This is an optimization exercise on Yosys and OpenROAD, whose aim is small area, a short achievable clock period and few clock cycles per item, not a production implementation. Only simulation tests tie the RTL to the original design; equivalence was not proved. Power figures rest on the tool's default switching activity, not on a simulated workload.

`flow/run.sh`:
```
#!/bin/bash
# synth_recipe.tcl (not shown) runs the flow's synth.tcl, then flattens the netlist and writes it again
# the make line also repeats each setting of config.mk as NAME=value (left out here)
make -C /OpenROAD-flow-scripts/flow DESIGN_CONFIG=/design/flow/config.mk WORK_HOME=/design/flow/orfs CLKGATE_MAP_FILE= SYNTH_SCRIPT=/design/flow/synth_recipe.tcl finish
```
`flow/config.mk`:
```
export PLATFORM = sky130hd
export DESIGN_NAME = icache_top
export DESIGN_NICKNAME = icache_top
export VERILOG_FILES = /design/flow/design.v
export SDC_FILE = /design/flow/constraint.sdc
export NUM_CORES = 4
export LEC_CHECK = 0
export CAP_MARGIN = 20
export CORE_MARGIN = 2
export CORE_UTILIZATION = 40
export SETUP_SLACK_MARGIN = 1.5
export SLEW_MARGIN = 20
```
`flow/constraint.sdc`:
```
create_clock -name core_clock -period 7.0 [get_ports {clk}]
set_input_delay 1.4000 -clock core_clock [delete_from_list [all_inputs] [get_ports {clk}]]
set_output_delay 1.4000 -clock core_clock [all_outputs]
set_load 0.01 [all_outputs]
```
`flow/design.v`:
```
`timescale 1ns/1ps
module icache_top (
   input  logic                      clk,
   input  logic                      reset,
   input  logic [32:0]   cpu_req,
   input  logic                      req_valid,
   output logic                      req_ready,
   output logic [32:0]   cpu_resp,
   output logic                      resp_valid,
   input  logic                      resp_ready,
   output logic [32-1:0] mem_req,
   output logic                      mem_valid,
   input  logic                      mem_ready,
   input  logic [32-1:0] mem_rdata,
   input  logic                      mem_rdata_valid
);
   localparam int AW = 32;
   localparam int WW = 32;
   localparam int NS = 16;
   localparam int NL = 4;
   localparam int OW = $clog2(4 * 32 / 8);
   localparam int IW = $clog2(16);
   localparam int TW = (32 - $clog2(16) - $clog2(4 * 32 / 8));
   localparam int SW = $clog2(4);
   localparam int BW = $clog2(32 / 8);
   localparam int LW = AW - OW;
   logic          r0_v, r1_v;
   logic [AW:0]   r0_q, r1_q;
   logic          acc;
   logic          mv;
   assign req_ready = !r1_v;
   assign acc = req_valid && req_ready;
   always_ff @(posedge clk) begin
      if (reset) begin
         r0_v <= 1'b0;
         r1_v <= 1'b0;
      end else if (mv) begin
         if (r1_v) begin
            r0_v <= 1'b1;
            r1_v <= acc;
         end else begin
            r0_v <= acc;
         end
      end else if (acc) begin
         if (!r0_v) begin
            r0_v <= 1'b1;
         end else begin
            r1_v <= 1'b1;
         end
      end
   end
   always_ff @(posedge clk) begin
      if (mv) begin
         if (r1_v) begin
            r0_q <= r1_q;
         end else if (acc) begin
            r0_q <= cpu_req;
         end
         if (acc) begin
            r1_q <= cpu_req;
         end
      end else if (acc) begin
         if (!r0_v) begin
            r0_q <= cpu_req;
         end else begin
            r1_q <= cpu_req;
         end
      end
   end
   logic          r0_op;
   logic [IW-1:0] r0_set;
   logic [SW-1:0] r0_word;
   logic [TW-1:0] r0_tag;
   logic [LW-1:0] r0_line;
   assign r0_op = r0_q[AW];
   assign r0_set = r0_q[OW +: IW];
   assign r0_word = r0_q[BW +: SW];
   assign r0_tag = r0_q[AW-1 -: TW];
   assign r0_line = r0_q[AW-1 -: LW];
   logic [NS-1:0]       valid0_q, valid1_q;
   logic [NS-1:0]       lru_q;
   logic [NS*TW-1:0]    tag0_flat, tag1_flat;
   logic [NS*NL*WW-1:0] data0_flat, data1_flat;
   logic          fill_active;
   logic          fill_live;
   logic          fill_way;
   logic [LW-1:0] fill_line;
   logic [SW-1:0] fill_cnt;
   logic          beat_now;
   logic [IW-1:0] fill_set;
   assign fill_set = fill_line[IW-1:0];
   assign beat_now = fill_active && mem_rdata_valid;
   logic          l_v, l_op, l_hit, l_hway, l_sel1, l_pend;
   logic [AW-1:0] l_a;
   logic [WW-1:0] l_w0, l_w1;
   logic [IW-1:0] l_set;
   logic [SW-1:0] l_word;
   logic [TW-1:0] l_tag;
   assign l_set = l_a[OW +: IW];
   assign l_word = l_a[BW +: SW];
   assign l_tag = l_a[AW-1 -: TW];
   logic miss, commit, victim, l_leave, l_free;
   assign victim = lru_q[l_set];
   assign miss = l_v && !l_op && !l_hit;
   assign commit = miss && !fill_active;
   logic inv_now;
   assign inv_now = mv && r0_op;
   for (genvar s = 0; s < NS; s++) begin : g_set
      logic [TW-1:0] tag0, tag1;
      logic [WW-1:0] d0 [0:NL-1];
      logic [WW-1:0] d1 [0:NL-1];
      always_ff @(posedge clk) begin
         if (commit && l_set == IW'(s)) begin
            if (victim) tag1 <= l_tag;
            else        tag0 <= l_tag;
         end
      end
      for (genvar k = 0; k < NL; k++) begin : g_word
         always_ff @(posedge clk) begin
            if (beat_now && fill_set == IW'(s) && fill_cnt == SW'(k)) begin
               if (fill_way) d1[k] <= mem_rdata;
               else          d0[k] <= mem_rdata;
            end
         end
         assign data0_flat[(s*NL+k)*WW +: WW] = d0[k];
         assign data1_flat[(s*NL+k)*WW +: WW] = d1[k];
      end
      always_ff @(posedge clk) begin
         if (reset) begin
            valid0_q[s] <= 1'b0;
            valid1_q[s] <= 1'b0;
         end else if (commit && l_set == IW'(s)) begin
            if (victim) valid1_q[s] <= 1'b1;
            else        valid0_q[s] <= 1'b1;
         end else if (inv_now && r0_set == IW'(s)) begin
            if (r0_q[0]) valid1_q[s] <= 1'b0;
            else         valid0_q[s] <= 1'b0;
         end
      end
      always_ff @(posedge clk) begin
         if (reset) begin
            lru_q[s] <= 1'b0;
         end else if (l_leave && !l_op && l_set == IW'(s)) begin
            lru_q[s] <= !l_hway;
         end
      end
      assign tag0_flat[s*TW +: TW] = tag0;
      assign tag1_flat[s*TW +: TW] = tag1;
   end
   logic [TW-1:0] rt0, rt1;
   logic [WW-1:0] rd0, rd1;
   logic          h0, h1, fm, fmp, arr_now;
   assign rt0 = tag0_flat[r0_set*TW +: TW];
   assign rt1 = tag1_flat[r0_set*TW +: TW];
   assign rd0 = data0_flat[{r0_set, r0_word}*WW +: WW];
   assign rd1 = data1_flat[{r0_set, r0_word}*WW +: WW];
   assign h0 = valid0_q[r0_set] && rt0 == r0_tag;
   assign h1 = valid1_q[r0_set] && rt1 == r0_tag;
   assign fm = fill_active && fill_live && r0_line == fill_line;
   assign fmp = fm && fill_cnt <= r0_word;
   assign arr_now = beat_now && fill_cnt == r0_word;
   assign resp_valid = l_v && (l_op || (l_hit && !l_pend));
   assign l_leave = resp_valid && resp_ready;
   assign l_free = !l_v || l_leave;
   assign mv = r0_v && l_free;
   always_ff @(posedge clk) begin
      if (reset) begin
         l_v <= 1'b0;
      end else if (mv) begin
         l_v <= 1'b1;
      end else if (l_leave) begin
         l_v <= 1'b0;
      end
   end
   always_ff @(posedge clk) begin
      if (mv) begin
         l_op <= r0_op;
         l_a <= r0_q[AW-1:0];
         l_hit <= h0 || h1;
         l_hway <= h1;
         l_sel1 <= h1 && !fmp;
         l_pend <= fmp && !arr_now;
         l_w0 <= (fmp && arr_now) ? mem_rdata : rd0;
         l_w1 <= rd1;
      end else if (commit) begin
         l_hit <= 1'b1;
         l_hway <= victim;
         l_sel1 <= 1'b0;
         l_pend <= 1'b1;
      end else if (l_pend && beat_now && fill_cnt == l_word) begin
         l_w0 <= mem_rdata;
         l_pend <= 1'b0;
      end
   end
   assign cpu_resp = {l_op, l_op ? WW'(0) : (l_sel1 ? l_w1 : l_w0)};
   logic mreq_q;
   assign mem_valid = commit || mreq_q;
   assign mem_req = {l_a[AW-1:OW], {OW{1'b0}}};
   always_ff @(posedge clk) begin
      if (reset) begin
         mreq_q <= 1'b0;
         fill_active <= 1'b0;
         fill_live <= 1'b0;
      end else begin
         if (commit) begin
            mreq_q <= !mem_ready;
         end else if (mem_ready) begin
            mreq_q <= 1'b0;
         end
         if (commit) begin
            fill_active <= 1'b1;
            fill_live <= 1'b1;
         end else begin
            if (beat_now && fill_cnt == SW'(NL - 1)) begin
               fill_active <= 1'b0;
            end
            if (inv_now && r0_set == fill_set && r0_q[0] == fill_way) begin
               fill_live <= 1'b0;
            end
         end
      end
   end
   always_ff @(posedge clk) begin
      if (commit) begin
         fill_line <= l_a[AW-1:OW];
         fill_way <= victim;
         fill_cnt <= '0;
      end else if (beat_now) begin
         fill_cnt <= fill_cnt + SW'(1);
      end
   end
endmodule
```
==> results_dict.tcl, run 1 <==
set metrics [dict create \
    nets 9232 \
    overflow 0 \
    grt_pass1_wl_microns 778600 \
    powerDensity_nw_per_um2 293.6 \
    critical_path_class "flop to output port" \
    ant_nets 0 \
    post-route-util_pct 46.15 \
    rows 256 \
    die_area_sq_um 494200 \
    final_common_cell "edfxtp_1" \
    via_count 96970 \
    synth-edff-count 5056 \
    worst_pin_slew_ps 1266 \
    hold_viol 0 \
    async_flop_share_pct 0 \
    syn_area_per_cell_sq_um 22.75 \
    gp_congestion 0.8847 \
    maxCapViolCount 0 \
    path_clk_slew_ps 60 \
    post_cts_buffers 0 \
    firstDrtPassIters 9 \
    peakVddDrop_v 0.0002328 \
    yosys_most_used_dff "edfxtp_1" \
    cts_max_level 6 \
    status "finished clean" \
    startpoint_type "flop" \
    yosysUniqueCellTypes 70 \
    end_kind "output port" \
    yosys_warnings 33 \
    post-route-period-util_pct 75.91 \
    finalSetupViolCount 0 \
    antenna_found_initial 74 \
    drc 0 \
    cts_buffer_depth 4 \
    cts-buffers-inserted 534 \
    cts_tree "built" \
    wirelength_met1_microns 217900 \
    drtIter0Drc 15040 \
    cp.required_ps 5600 \
    p_leak_nw 69.08 \
    wl_met2_microns 263200 \
    finClkSkew_ps 37.16 \
    fmaxAchievable_mhz 188.2 \
    synth.area.mux_share_pct 16.26 \
    synth_cells 8590 \
    cts_hold_buf 0 \
    port_buffers 133 \
    synth_simple_gate_area_share_pct 1.619 \
    pin_count 139 \
    wl_met3_microns 66350 \
    synth_compound_area_share_pct 2.217 \
    max_slew_margin_pct 15.54 \
    synth.cell_area_sq_um 195400 \
    wire_per_inst_microns 35.45 \
    yosys.area.top_type_share_pct 77.68 \
    start_util_pct 40.20 \
    period_needed_ps 5314 \
    fp.dieW_microns 703.0 \
    dr.max_layer_used "met5" \
    vias_per_cell 6.044 \
    grt_max_degree 114 \
    synth-xor-area-share_pct 0.3002 \
    synth_top_family_by_area "multiplexers" \
    synth_area_leaders "edfxtp_1, mux4_2, mux2i_1" \
    finalSetupTns_ps 0 \
    synth_top_cell_by_area "edfxtp_1" \
    min-delay-path-class "flop to flop" \
    grt_pass1_vias 95270 \
    drive_gt1_share_pct 28.33 \
    layout_setup_ws_ps 1686 \
    post_cts_resized 0 \
    pre_cts_ws_ps 1834 \
    ys_ff_latch 5112 \
    grt_use_total_pct 22.66 \
    critical_path.max_fanout 24 \
    cp.arrival_ps 3910 \
    totalWireLength_microns 568700 \
    cts-root-buf "clkbuf_16" \
    insertion_delay_ps 1050 \
    area_growth_pct 14.82 \
    final_cell_mix "edfxtp_1, mux4_2, clkbuf_16" \
    synthAdderAreaFrac_pct 0.03841 \
    rsz0062_at_grt "no" \
    seq_area_frac_synth_pct 78.25 \
    fillers 39650 \
    cts.sinks 5112 \
    dieHeight_microns 703.0 \
    dp_hpwl_microns 343000 \
    coreArea_sq_um 486200 \
    maxSlewViolCount 0 \
]
## routing by layer
metal / up-vias / track usage [%]
li1: 37740 / -
met1: 52440 / 31.37
met2: 5804 / 35.11
met3: 957 / 6.045
met4: 22 / 7.384
met5: - / 0
## path summary, 6_finish.rpt
kind,start,end,slack (ps),depth (start not counted)
worst max-delay path,l_sel1$_SDFFCE_PN0P_,cpu_resp[19],1690,4
worst min-delay path,lru_q[12]$_SDFFE_PP0P_,lru_q[12]$_SDFFE_PP0P_,470,2
worst max register to register,r0_q[7]$_DFFE_PP_,l_w0[13]$_DFFE_PP_,2350,9
worst min register to register,lru_q[12]$_SDFFE_PP0P_,lru_q[12]$_SDFFE_PP0P_,470,2
## worst max-delay path, cell delays in order, from the launching register on
cell and delay [ps]:
edfxtp_1 500, buf_4 480, mux2i_1 180, nor2_1 930
clkdlybuf4s50_1 720
## where the power goes
group,leakage (nW),switching [mW],internal (mW),total (mW)
Combinational,14.9,2.95,1.48,4.43
Clock,8.20,11.8,15.7,27.6
Sequential,45.9,0.128,33.8,33.9
## layout make-up
| class | count | area [sq um] | share of cell area [%] |
|---|---|---|---|
| clock buffers | 661 | 14100 | 6.285 |
| flip-flops and latches | 5112 | 152900 | 68.16 |
| clock inverters | 293 | 2748 | 1.224 |
| repair buffers | 532 | 5137 | 2.289 |
| well taps | 6450 | 8070 | 3.596 |
| multi-input cells | 2955 | 41270 | 18.39 |
| diodes | 20 | 50.05 | 0.02230 |
| inverters | 20 | 85.08 | 0.03791 |
## through the flow
stage	hold slack [ps]	power, mW	cell area (sq um)	std cells
floorplan	420.6	36.67	195500	8593
global placement	451.6	38.84	206700	15030
detailed placement	467.0	38.91	207300	15060
CTS	475.0	66.21	224100	16010
global route	496.7	67.52	224400	16030
finish	471.3	65.89	224400	16040
## state kept, by name, indices dropped and copies added, names as in the netlist, 2 cells and up
name and count:
g_set.d0 2048, g_set.d1 2048, g_set.tag0 384, g_set.tag1 384, l_w0 32, l_w1 32, r0_q 32, r1_q 32
l_a 30, fill_line 28, lru_q 16, valid0_q 16, valid1_q 16, fill_cnt 2
## synthesized netlist by cell type, types with 11 or more instances
master	instances
a211oi_1	11
a21oi_1	104
a221oi_1	41
a22o_1	30
a22oi_1	205
a311oi_1	32
a31oi_1	14
buf_1	39
buf_2	150
buf_4	80
buf_6	12
clkbuf_1	224
dfxtp_1	56
edfxtp_1	5056
inv_1	19
mux2_2	57
mux2i_1	191
mux4_2	1288
nand2_1	177
nand2b_1	15
nand3_1	51
nand4_1	31
nor2_1	350
nor2b_1	12
nor3_1	21
o211ai_1	18
o21ai_0	67
o22ai_1	22
or3_1	20
xnor2_1	60
## cell families (layout without fill, tap and decap cells)
kind of cell             Yosys count  after routing
flip-flops                      5112           5112
multiplexers                    1544           1544
AND/OR/NAND/NOR                  724            724
AO/OA/AOI/OAI                    610            610
buffers and inverters            526           1506
XOR/XNOR                          67             67
adder cells (fa/ha/maj)            6              6
other                              1             24
Testbench counts, summed over its fixed seeds: cycles 52,025, requests 32,000.
==> run 2: changes to the inputs <==
--- a/flow/config.mk
+++ b/flow/config.mk
@@ -8,5 +8,5 @@
 export CAP_MARGIN = 20
 export CORE_MARGIN = 2
 export CORE_UTILIZATION = 40
-export SETUP_SLACK_MARGIN = 1.5
+export SETUP_SLACK_MARGIN = 4.0
 export SLEW_MARGIN = 20
==> run 2 against run 1 <==
  * Via count increased by 6.4%
  * Worst hold slack improved by 1.4 ps
  * Cell count up 4.2%
  * Clock-buffer cell count increased by 15
  * Critical path type unchanged
  * Critical endpoint is now cpu_resp[21]
  * Largest power group unchanged
==> results_dict.tcl, run 2 <==
set metrics [dict create \
    pin_count 139 \
    drc 0 \
    yosys_most_used_dff "edfxtp_1" \
    vias_per_cell 6.172 \
    min-delay-path-class "flop to flop" \
    ys_ff_latch 5112 \
    overflow 0 \
    cp.arrival_ps 2700 \
    dp_hpwl_microns 344900 \
    status "finished clean" \
    synth_simple_gate_area_share_pct 1.619 \
    fillers 38480 \
    totalWireLength_microns 625600 \
    post-route-util_pct 48.67 \
    cp.required_ps 5600 \
    fmaxAchievable_mhz 243.8 \
    grt_pass1_vias 99610 \
    rsz0062_at_grt "yes" \
    synth.area.mux_share_pct 16.26 \
    critical_path_class "flop to output port" \
    antenna_found_initial 48 \
    drtIter0Drc 16770 \
    period_needed_ps 4101 \
    cts_hold_buf 0 \
    port_buffers 133 \
    maxCapViolCount 0 \
    multi_input_area_sq_um 44340 \
    synth.cell_area_sq_um 195400 \
    p_leak_nw 74.79 \
    cts-buffers-inserted 538 \
    grt_use_total_pct 24.90 \
    firstDrtPassIters 6 \
    worst_pin_slew_ps 1190 \
    reg2regPathDepth 10 \
    wirelength_met1_microns 231800 \
    synth_area_leaders "edfxtp_1, mux4_2, mux2i_1" \
    synthAdderAreaFrac_pct 0.03841 \
    seq_area_frac_synth_pct 78.25 \
    max_slew_margin_pct 19.67 \
    synth_common_cells "edfxtp_1, mux4_2, nor2_1, clkbuf_1, a22oi_1" \
    synth_most_common_cell "edfxtp_1" \
    dieHeight_microns 703.0 \
    cts_buffer_depth 4 \
    wl_met3_microns 79390 \
    synth_top_cell_by_area "edfxtp_1" \
    post-route-period-util_pct 58.59 \
    nets 9918 \
    reg.largest.list "g_set.d0 (2048), g_set.d1 (2048)" \
    yosys.area.top_type_share_pct 77.68 \
    synth-edff-count 5056 \
    peakVddDrop_v 0.0002886 \
    final_common_cell "edfxtp_1" \
    cts-root-buf "clkbuf_16" \
    path_clk_slew_ps 60 \
    cts_max_level 6 \
    via_count 103200 \
    synth_compound_area_share_pct 2.217 \
    r2r_end "l_w0[28]$_DFFE_PP_" \
    ant_nets 0 \
    insertion_delay_ps 1080 \
    yosysUniqueCellTypes 70 \
    syn_area_per_cell_sq_um 22.75 \
    finalSetupTns_ps 0 \
    cp-startpoint "l_sel1$_SDFFCE_PN0P_" \
    end_kind "output port" \
    cp-endpoint "cpu_resp[21]" \
    wl_met2_microns 288200 \
    finalSetupViolCount 0 \
    fp.dieW_microns 703.0 \
    final_cell_mix "edfxtp_1, mux4_2, buf_4" \
    powerDensity_nw_per_um2 282.2 \
    finClkSkew_ps 59.98 \
    critical_path.max_fanout 7 \
    hold_viol 0 \
    synth-xor-area-share_pct 0.3002 \
    yosys_warnings 33 \
    startpoint_type "flop" \
    synth_cells 8590 \
    wire_per_inst_microns 37.42 \
    area_growth_pct 21.08 \
    start_util_pct 40.20 \
    dr.max_layer_used "met5" \
    grt_max_degree 101 \
    async_flop_share_pct 0 \
    rows 256 \
    drive_gt1_share_pct 37.33 \
    cts.sinks 5112 \
    maxSlewViolCount 0 \
    gp_congestion 0.8837 \
    worstReg2RegStart "r0_q[2]$_DFFE_PP_" \
    cts_tree "built" \
    grt_pass1_wl_microns 844000 \
    regArea_sq_um 153000 \
    die_area_sq_um 494200 \
    rrSetupSlack_ps 3320 \
    coreArea_sq_um 486200 \
    synth_top_family_by_area "multiplexers" \
]
[run 2: cell counts after synthesis]
Identical to the previous run, type by type.
[run 2: power by group]
group          total [mW]  internal (mW)  leakage [nW]  switching [mW]
registers            33.9           33.7          45.9           0.102
logic                5.68           2.20          20.7            3.47
clock network        27.2           15.4          8.10            11.8
[run 2: metrics by stage]
stage | area, sq um | cells | hold WS (ps) | setup slack [ps] | power (mW)
after floorplan | 197200 | 8593 | 420.6 | 3443 | 36.79
after global placement | 207100 | 15040 | 454.1 | 1694 | 38.83
after detailed placement | 207300 | 15050 | 465.5 | 2168 | 38.89
after CTS | 234500 | 16570 | 475.5 | 2977 | 66.78
after global routing | 236600 | 16700 | 487.8 | 2912 | 68.34
final | 236700 | 16720 | 472.7 | 2899 | 66.77
[run 2: area by class of cell]
class	instances	share of cell area [%]
flip-flops and latches	5112	64.63
multi-input cells	2990	18.74
repair buffers	1178	6.170
clock buffers	676	6.024
well taps	6450	3.410
clock inverters	272	0.9633
inverters	20	0.04388
diodes	18	0.01903
repair inverters	1	0.002115
[run 2: cells by family after synthesis]
group	Yosys count
buf+inv	526
compound gates	610
flops	5112
xor+xnor	67
fa+ha+maj	6
simple gates	724
mux	1544
other cells	1
[run 2: worst min path at each step]
stage | from | to | slack, ps | cells after the start
3_3_place_gp | lru_q[0]$_SDFFE_PP0P_ | lru_q[0]$_SDFFE_PP0P_ | 450 | 2
3_5_place_dp | l_a[24]$_DFFE_PP_ | fill_line[20]$_DFFE_PP_ | 470 | 0
6_report | lru_q[12]$_SDFFE_PP0P_ | lru_q[12]$_SDFFE_PP0P_ | 470 | 2
5_1_grt | lru_q[12]$_SDFFE_PP0P_ | lru_q[12]$_SDFFE_PP0P_ | 490 | 2
4_1_cts | lru_q[12]$_SDFFE_PP0P_ | lru_q[12]$_SDFFE_PP0P_ | 480 | 2
2_1_floorplan | r0_q[29]$_DFFE_PP_ | l_a[29]$_DFFE_PP_ | 420 | 0
[run 2: critical path: stages, from the launching register on]
cell and delay [ps]:
edfxtp_1 420, buf_12 190, buf_16 170, mux2i_2 190, nor2_4 450, buf_6 180
[run 2: layer usage]
layer	vias to the layer above	track usage (%)
li1	39250	-
met1	55890	34.22
met2	6934	38.59
met3	1093	6.623
met4	20	8.710
met5	-	0
[run 2: timing repair]
item | CTS | global route
pin swaps | 268 | 151
setup endpoints to repair | 4529 | 1265
hold endpoints to repair | 0 | 0
cloned | 124 | 6
setup buffers | 456 | 116
resized for setup | 1089 | 211

==> what the ideal ports hide <==
The flow's constraints put no driver on any port. The routed layouts listed below were extracted and timed again, unchanged, in two steps.
Step 1 (the two cells are an assumption about what drives the block):
set clk [get_ports {clk}]
set_driving_cell -lib_cell sky130_fd_sc_hd__clkbuf_16 $clk
set_driving_cell -lib_cell sky130_fd_sc_hd__buf_2 [delete_from_list [all_inputs] $clk]
Step 2 also shifts input and output timing later by t, the mid clock arrival at the registers, as if the neighbouring blocks saw the same clock.
Slacks: ideal / step 1 / step 2; pairs: ideal / step 1.
run	t (ns)	setup WS [ns]	hold WS [ns]	clock arrival spread, ns
run 1	1.159	1.686 / 1.566 / 1.684	0.471 / 0.471 / 0.471	0.051 / 0.051
run 2	1.175	2.899 / 2.784 / 2.965	0.473 / 0.473 / 0.473	0.074 / 0.075
After both steps every run listed still meets setup and hold. The setup slack of run 1, which loses most, moves by -0.120 ns with the drivers and by -0.002 ns with both steps.
